This is an optimization exercise on Yosys and OpenROAD, whose aim is small area, a short achievable clock period and few clock cycles per item, not a production implementation.
Function was checked by simulation only, so behaviour that the tests miss may differ from the original.

red:
// complex_div
module complex_div #(
  parameter int data_in_w  = 8,
  parameter int data_out_w = 16,
  parameter int frac_w     = 8
) (
  input  logic                         clk,
  input  logic                         reset_n,
  input  logic signed [data_in_w-1:0]  a_real,
  input  logic signed [data_in_w-1:0]  a_imag,
  input  logic signed [data_in_w-1:0]  b_real,
  input  logic signed [data_in_w-1:0]  b_imag,
  input  logic                         in_valid,
  output logic                         in_ready,
  output logic signed [data_out_w-1:0] out_real,
  output logic signed [data_out_w-1:0] out_imag,
  output logic                         out_valid,
  input  logic                         out_ready,
  output logic                         div_zero,
  output logic                         sat
);
Size in the first run: about 1,400 flip-flops, ~75,000 sq um of cells after synthesis.
export LEC_CHECK = 0
export CAP_MARGIN = 20
export CORE_MARGIN = 2
export CORE_UTILIZATION = 60
export CTS_BUF_LIST = sky130_fd_sc_hd__clkbuf_4
export CTS_CLUSTER_SIZE = 24
export SETUP_SLACK_MARGIN = 3.8
export SLEW_MARGIN = 20
create_clock -name core_clock -period 7.0 [get_ports {clk}]
run.sh (not shown) runs the stock make flow with config.mk's settings and CLKGATE_MAP_FILE= SYNTH_SCRIPT=/design/flow/synth_recipe.tcl, a recipe that flattens the netlist after the stock synthesis.
red | status: complete | timing, DRC, antenna: pass
Testbench counts of red, summed over its fixed seeds: cycles 3,376, items 3,200.
> inputs changed (red -> blue)
-- flow/config.mk --
<<< red, line 10
export CORE_UTILIZATION = 60
export CTS_BUF_LIST = sky130_fd_sc_hd__clkbuf_4
export CTS_CLUSTER_SIZE = 24
>>> blue, line 10
export CORE_UTILIZATION = 60
export CTS_BUF_LIST = sky130_fd_sc_hd__clkbuf_8
export CTS_CLUSTER_SIZE = 24
Findings:
- Global-route usage across blue and red: no real change.
- Comparing blue with red, the final area came out essentially unchanged.
- Between blue and red, it is blue whose routed wire length is lower, by 710 microns.
- Summary — critical path depth, blue relative to red: higher, by 13.
- Number of clock-tree buffers in the layout (blue / red): 0.44
For green, these inputs were changed with respect to blue:
-- flow/config.mk --
<<< blue, line 10
export CORE_UTILIZATION = 60
export CTS_BUF_LIST = sky130_fd_sc_hd__clkbuf_8
export CTS_CLUSTER_SIZE = 24
export SETUP_SLACK_MARGIN = 3.8
>>> green, line 10
export CORE_UTILIZATION = 60
export SETUP_SLACK_MARGIN = 3.8
==> results.txt <==
From blue to green the numbers moved as follows: worst hold slack now sits lower. On utilization after layout: between blue and green, it ends up lower for blue. Compare blue and green | first-pass GRT wire length lower: green. As far as total number of H-tree levels goes, blue and green are indistinguishable; the numbers are identical. Looking at sequential share of layout area, green sits below blue. blue ended up with g_step[3].g_reg.xq_r[7]$_DFFE_PP_ as its critical path launch point; green ended up with g_step[3].g_reg.g_rem.dd[0]$_DFFE_PP_.
The inputs of orange differ from those of green as listed below.
-- flow/config.mk --
<<< green, line 7
export LEC_CHECK = 0
export CAP_MARGIN = 20
>>> orange, line 7
export LEC_CHECK = 0
export ABC_AREA = 1
export CAP_MARGIN = 20
<<< green, line 10
export CORE_UTILIZATION = 60
export SETUP_SLACK_MARGIN = 3.8
>>> orange, line 11
export CORE_UTILIZATION = 60
export CTS_BUF_LIST = sky130_fd_sc_hd__clkbuf_8
export CTS_CLUSTER_SIZE = 24
export SETUP_SLACK_MARGIN = 3.8
## What came out
In the metrics for green and orange, the one carrying the higher maximum number of pins on one net before global-route repair is green.
Against green, orange reports a full die area that is higher.
Diff green -> orange | layout overhead on the synthesized area | decrease of 3.5 points
orange against green: area share of and/or/nand/nor cells after synthesis rose 3.5 points; non-clock buffer count fell 54%.
Total routing usage reported by global routing in orange is 1.9 points above green.
When the final numbers for green and orange were put side by side, the count of clock-buffer cells in the layout turned out to be smaller in green.
The synthesized-area fraction occupied by xor and xnor cells of orange exceeds that of green by 0.17 points.
--- input diff orange..purple ---
-- flow/config.mk --
<<< orange, line 10
export CORE_MARGIN = 2
export CORE_UTILIZATION = 60
export CTS_BUF_LIST = sky130_fd_sc_hd__clkbuf_8
>>> purple, line 10
export CORE_MARGIN = 2
export CORE_UTILIZATION = 65
export CTS_BUF_LIST = sky130_fd_sc_hd__clkbuf_8
Notes after the runs:
- Going from orange to purple, cell area after layout barely changed, via count climbed about 1.2%, count of clock-net buffers in the final layout climbed 2.
- The slew of the pin with the lowest slew margin reported for purple is smaller than that of orange by 79 ps.
- Relative to orange, global-route wire length before repair has decreased by about 0.6% in purple.

* * *

## alpha
Starting RTL as in the previous note.
make LEC_CHECK=0 ABC_AREA=1 CAP_MARGIN=20 CORE_MARGIN=2 CORE_UTILIZATION=60 CTS_BUF_LIST='sky130_fd_sc_hd__clkbuf_8 sky130_fd_sc_hd__clkbuf_16' CTS_CLUSTER_SIZE=24 SETUP_SLACK_MARGIN=3.8 SLEW_MARGIN=20 finish   # period 7.0 ns
Testbench counts of alpha, summed over its fixed seeds: cycles 3,376, items 3,200.
> inputs changed (alpha -> beta)
Settings: clearing ABC_AREA, which used to be 1; swapping 3.8 for 4.0 in SETUP_SLACK_MARGIN; swapping sky130_fd_sc_hd__clkbuf_8 sky130_fd_sc_hd__clkbuf_16 for sky130_fd_sc_hd__clkbuf_8 in CTS_BUF_LIST.
Findings:
Compound-cell area share of the yosys netlist up 0.55 points in beta wrt alpha. In beta relative to alpha, clock buffer count in the final layout had gone up by more than half. Relative to alpha, the adder and majority cell fraction of the synthesized area of beta is higher by 0.17 points. The final worst-path setup slack of beta exceeds that of alpha by 0.039 ns. Reported for beta and alpha, total number of sequential cells turned out identical to the last digit. Relative to alpha, ratio of final minimum period to clock period has decreased by 0.55 points in beta. beta drops fewer vias than alpha.
Edits applied to the flow inputs when going from beta to gamma:
Settings: CORE_UTILIZATION changed from 60 to 70; SETUP_SLACK_MARGIN changed from 4.0 to 3.8.
==> results.txt <==
[compare] base=beta new=gamma: maximum buffer depth of the clock tree roughly the same; fmax has decreased. | post-cts gate resize count | gamma vs beta | 186 lower |. gamma: row count is 7.7% lower than what beta reported. Of gamma and beta, the lower cell count belongs to gamma. Taking beta as the reference, in gamma met1 wire length now smaller, clock-buffer cell count -about 4%, filler cell count in the final layout lower. The higher effective utilization at floorplan of gamma and beta is in gamma. Final cycle utilization of the critical path: gamma > beta.

static timing again, ports no longer ideal:
The results above use ideal ports. As a check the final layouts listed here were re-extracted and re-timed, cells and wires unchanged.
Step 1 assumes that a clkbuf_16 drives the clock port and a buf_2 every other input.
Step 2 moves the port delays by t, midway between the first and last clock arrival at a register: inputs arrive t later, outputs are due t later. That takes back most of the time a late clock gives input paths.
Three values: ideal, step 1, step 2; two values: the first two.
| run | t (ns) | slack for setup (ns) | worst setup path after step 2 | worst register clock-pin slew, ns |
|---|---|---|---|---|
| red | 1.319 | 3.636 / 3.564 / 3.751 | input to register | 0.08 / 0.08 |
| blue | 0.990 | 3.895 / 3.862 / 3.744 | input to register | 0.07 / 0.07 |
| green | 0.833 | 3.843 / 3.843 / 3.725 | input to register | 0.07 / 0.07 |
| orange | 1.002 | 3.901 / 3.837 / 3.901 | register to register | 0.07 / 0.07 |
| purple | 1.014 | 3.861 / 3.785 / 3.930 | register to register | 0.07 / 0.07 |
| alpha | 0.837 | 3.871 / 3.798 / 3.899 | register to register | 0.07 / 0.07 |
| beta | 0.991 | 3.910 / 3.887 / 3.742 | input to register | 0.07 / 0.07 |
| gamma | 0.952 | 3.835 / 3.793 / 3.835 | register to register | 0.08 / 0.08 |
After both steps every run listed still meets setup and hold. The setup slack of beta, which loses most, moves by -0.023 ns with the drivers and by -0.168 ns with both steps.
